Context: an optimization exercise on an open-source flow, tuned for small area. The choices shown serve that exercise and are no tape-out recipe.
Function was checked by simulation only, so behaviour that the tests miss may differ from the original.
No activity file was given, so power comes from the tool's default toggle rates.

## scan_top
module scan_top
(
	input  logic        scan_clk,
	input  logic        rst,
	input  logic        scan_en,
	input  logic        scan_in,
	output logic        scan_out,
	output logic [31:0]  fe_bias,
	output logic [65:0]  cp16g,
	output logic [127:0] tnh1_casc,
	output logic [127:0] tnh2_casc,
	output logic [95:0]  cp8g,
	output logic [31:0]  vtc_bias,
	output logic [31:0]  sf_bias,
	output logic [31:0]  tnh2_bias,
	output logic [127:0] hpf_bias,
	output logic [26:0]  misc_ctrl,
	output logic [31:0]  tnh1_bias
);
==> flow/config.mk <==
export PLATFORM = sky130hd
export DESIGN_NAME = scan_top
export DESIGN_NICKNAME = scan_top
export VERILOG_FILES = /design/flow/design.v
export SDC_FILE = /design/flow/constraint.sdc
export NUM_CORES = 4
export LEC_CHECK = 0
export CAP_MARGIN = 20
export CORE_MARGIN = 2
export CORE_UTILIZATION = 70
export PLACE_DENSITY = 0.8
export SLEW_MARGIN = 20
export SYNTH_HIERARCHICAL = 1
==> flow/constraint.sdc <==
create_clock -name core_clock -period 6.0 [get_ports {scan_clk}]
set_input_delay 1.2000 -clock core_clock [delete_from_list [all_inputs] [get_ports {scan_clk}]]
set_output_delay 1.2000 -clock core_clock [all_outputs]
set_load 0.01 [all_outputs]
standard.sh (not shown) runs the stock make flow with config.mk's settings and CLKGATE_MAP_FILE= SYNTH_SCRIPT=/design/flow/synth_recipe.tcl, a recipe that flattens the netlist after the stock synthesis.
==> flow/flow/run.sh <==
#!/bin/bash
# The standard ORFS layout (the standard.sh), with two changes:
#  - the input and output ports get the smallest buffer, buf_1, instead of
#    the default pick (clkdlybuf4s50_1)
#  - clock tree synthesis inserts no dummy loads
# Each step's full output goes to a log of its own in this folder.
set -euo pipefail
export BUFFER_PORTS_ARGS="-buffer_cell sky130_fd_sc_hd__buf_1"
export CTS_ARGS="-sink_clustering_enable -repair_clock_nets -dont_use_dummy_load -buf_list {sky130_fd_sc_hd__clkbuf_2 sky130_fd_sc_hd__clkbuf_4 sky130_fd_sc_hd__clkbuf_8} -sink_clustering_size 20 -sink_clustering_max_diameter 60"
bash standard.sh synth > synth.log 2>&1
bash standard.sh floorplan > floorplan.log 2>&1
bash standard.sh place > place.log 2>&1
bash standard.sh cts > cts.log 2>&1
bash standard.sh route > route.log 2>&1
bash standard.sh finish > finish.log 2>&1
The baseline stopped in I/O pin placement on PPL-0024.
Rerun with:
--- a/flow/flow/run.sh
+++ b/flow/flow/run.sh
@@ -7,5 +7,5 @@
 set -euo pipefail
 export BUFFER_PORTS_ARGS="-buffer_cell sky130_fd_sc_hd__buf_1"
-export CTS_ARGS="-sink_clustering_enable -repair_clock_nets -dont_use_dummy_load -buf_list {sky130_fd_sc_hd__clkbuf_2 sky130_fd_sc_hd__clkbuf_4 sky130_fd_sc_hd__clkbuf_8} -sink_clustering_size 20 -sink_clustering_max_diameter 60"
+export CTS_ARGS="-sink_clustering_enable -repair_clock_nets -dont_use_dummy_load -buf_list {sky130_fd_sc_hd__clkbuf_16} -sink_clustering_size 30 -sink_clustering_max_diameter 60"
 bash standard.sh synth > synth.log 2>&1
 bash standard.sh floorplan > floorplan.log 2>&1
--- a/flow/config.mk
+++ b/flow/config.mk
@@ -8,6 +8,6 @@
 export CAP_MARGIN = 20
 export CORE_MARGIN = 2
-export CORE_UTILIZATION = 70
-export PLACE_DENSITY = 0.8
+export CORE_UTILIZATION = 60
+export PLACE_DENSITY = 0.7
 export SLEW_MARGIN = 20
 export SYNTH_HIERARCHICAL = 1
Result:
- With this change the flow went through all stages and came out clean
- synthesized cell count stays the same
- synthesized area stays the same
Rerun with:
--- a/flow/flow/run.sh
+++ b/flow/flow/run.sh
@@ -7,5 +7,5 @@
 set -euo pipefail
 export BUFFER_PORTS_ARGS="-buffer_cell sky130_fd_sc_hd__buf_1"
-export CTS_ARGS="-sink_clustering_enable -repair_clock_nets -dont_use_dummy_load -buf_list {sky130_fd_sc_hd__clkbuf_16} -sink_clustering_size 30 -sink_clustering_max_diameter 60"
+export CTS_ARGS="-sink_clustering_enable -repair_clock_nets -dont_use_dummy_load -buf_list {sky130_fd_sc_hd__clkbuf_2 sky130_fd_sc_hd__clkbuf_4 sky130_fd_sc_hd__clkbuf_8}"
 bash standard.sh synth > synth.log 2>&1
 bash standard.sh floorplan > floorplan.log 2>&1
--- a/flow/config.mk
+++ b/flow/config.mk
@@ -8,6 +8,5 @@
 export CAP_MARGIN = 20
 export CORE_MARGIN = 2
-export CORE_UTILIZATION = 60
-export PLACE_DENSITY = 0.7
+export CORE_UTILIZATION = 40
 export SLEW_MARGIN = 20
 export SYNTH_HIERARCHICAL = 1
The changed run produced a clean layout.
Total power rose by about 13%.
Critical path depth stays the same.
Cell count rose by 13%.
Die area rose by about 50%.
Synthesized cell count stays the same.
Wire length rose by about 6%.
Core utilization fell by 22 points.
Final area rose by about 4.6%.
Non-clock buffer count rose by 6.
Rerun with:
==> flow/run.sh (new file) <==
#!/bin/bash
# synth_recipe.tcl (not shown) runs the flow's synth.tcl, then flattens the netlist and writes it again
# the make line also repeats each setting of config.mk as NAME=value (left out here)
make -C /OpenROAD-flow-scripts/flow DESIGN_CONFIG=/design/flow/config.mk WORK_HOME=/design/flow/orfs CLKGATE_MAP_FILE= SYNTH_SCRIPT=/design/flow/synth_recipe.tcl finish
removed: flow/flow/run.sh
removed: flow/standard.sh
Result:
- fmax is lower by 4.8%
- setup slack gets worse by 0.17 ns
- cell area is higher by 18%
- cell count is higher by 0.59%
Rerun with:
==> flow/flow/run.sh (new file) <==
#!/bin/bash
# The standard ORFS layout (the standard.sh), with two changes:
#  - the input and output ports get the smallest buffer, buf_1, instead of
#    the default pick (clkdlybuf4s50_1)
#  - clock tree synthesis inserts no dummy loads
# Each step's full output goes to a log of its own in this folder.
set -euo pipefail
export BUFFER_PORTS_ARGS="-buffer_cell sky130_fd_sc_hd__buf_1"
export CTS_ARGS="-sink_clustering_enable -repair_clock_nets -dont_use_dummy_load -buf_list {sky130_fd_sc_hd__clkbuf_2 sky130_fd_sc_hd__clkbuf_4 sky130_fd_sc_hd__clkbuf_8} -sink_clustering_size 20 -sink_clustering_max_diameter 60"
bash standard.sh synth > synth.log 2>&1
bash standard.sh floorplan > floorplan.log 2>&1
bash standard.sh place > place.log 2>&1
bash standard.sh cts > cts.log 2>&1
bash standard.sh route > route.log 2>&1
bash standard.sh finish > finish.log 2>&1
==> flow/standard.sh (new file) <==
#!/bin/bash
# synth_recipe.tcl (not shown) runs the flow's synth.tcl, then flattens the netlist and writes it again
# the make line also repeats each setting of config.mk as NAME=value (left out here)
make -C /OpenROAD-flow-scripts/flow DESIGN_CONFIG=/design/flow/config.mk WORK_HOME=/design/flow/orfs CLKGATE_MAP_FILE= SYNTH_SCRIPT=/design/flow/synth_recipe.tcl "${@:-finish}"
removed: flow/run.sh
The new run passed the timing, DRC and antenna checks.
Total power decreases by 27%.
Clock skew increases by 0.034 ns.
Final area decreases by 18%.
Clock-buffer cell count decreases by 83.
First-iteration DRC count increases by 4.3%.
Register-to-register slack is better by 0.21 ns.
Critical path depth is unchanged.
Rerun with:
--- a/flow/config.mk
+++ b/flow/config.mk
@@ -8,5 +8,7 @@
 export CAP_MARGIN = 20
 export CORE_MARGIN = 2
-export CORE_UTILIZATION = 40
+export CORE_UTILIZATION = 60
+export GPL_TIMING_DRIVEN = 0
+export PLACE_DENSITY = 0.7
 export SLEW_MARGIN = 20
 export SYNTH_HIERARCHICAL = 1
The changed run passed the timing, DRC and antenna checks.
Global-route usage is higher by 14 points.
Routed wire length goes down slightly.
Utilization came out higher by 25 points.
Cell area rose slightly.
Total power fell slightly.
Clock skew is higher by 0.021 ns.
Setup slack is better by 0.18 ns.

[static timing again, ports no longer ideal]
In the flow no input, the clock included, has a driving cell. The finished layouts below were timed again as built, in two steps. Step 1, drivers: a clkbuf_16 drives scan_clk and a buf_2 each remaining input, both assumed. Step 2 times the ports against the registers' clock, not the clock port: input delays grow and output delays shrink by t, the midpoint of the rising clock arrivals with the driver on. a / b / c = ideal / step 1 / step 2; a / b = the first two.
| run | t (ns) | slack for setup (ns) | cell pins on the clock port's net |
|---|---|---|---|
| the second run | 0.663 | 2.200 / 2.209 / 1.546 | 1 |
| the third run | 0.811 | 2.681 / 2.707 / 1.896 | 1 |
| the fourth run | 0.685 | 2.515 / 2.525 / 1.840 | 1 |
| the fifth run | 0.749 | 2.629 / 2.652 / 1.903 | 1 |
| the sixth run | 0.723 | 2.808 / 2.808 / 2.238 | 1 |
After both steps every run listed still meets setup and hold. For the third run, which loses most, drivers alone change the setup slack by +0.026 ns; drivers and shift together by -0.785 ns.
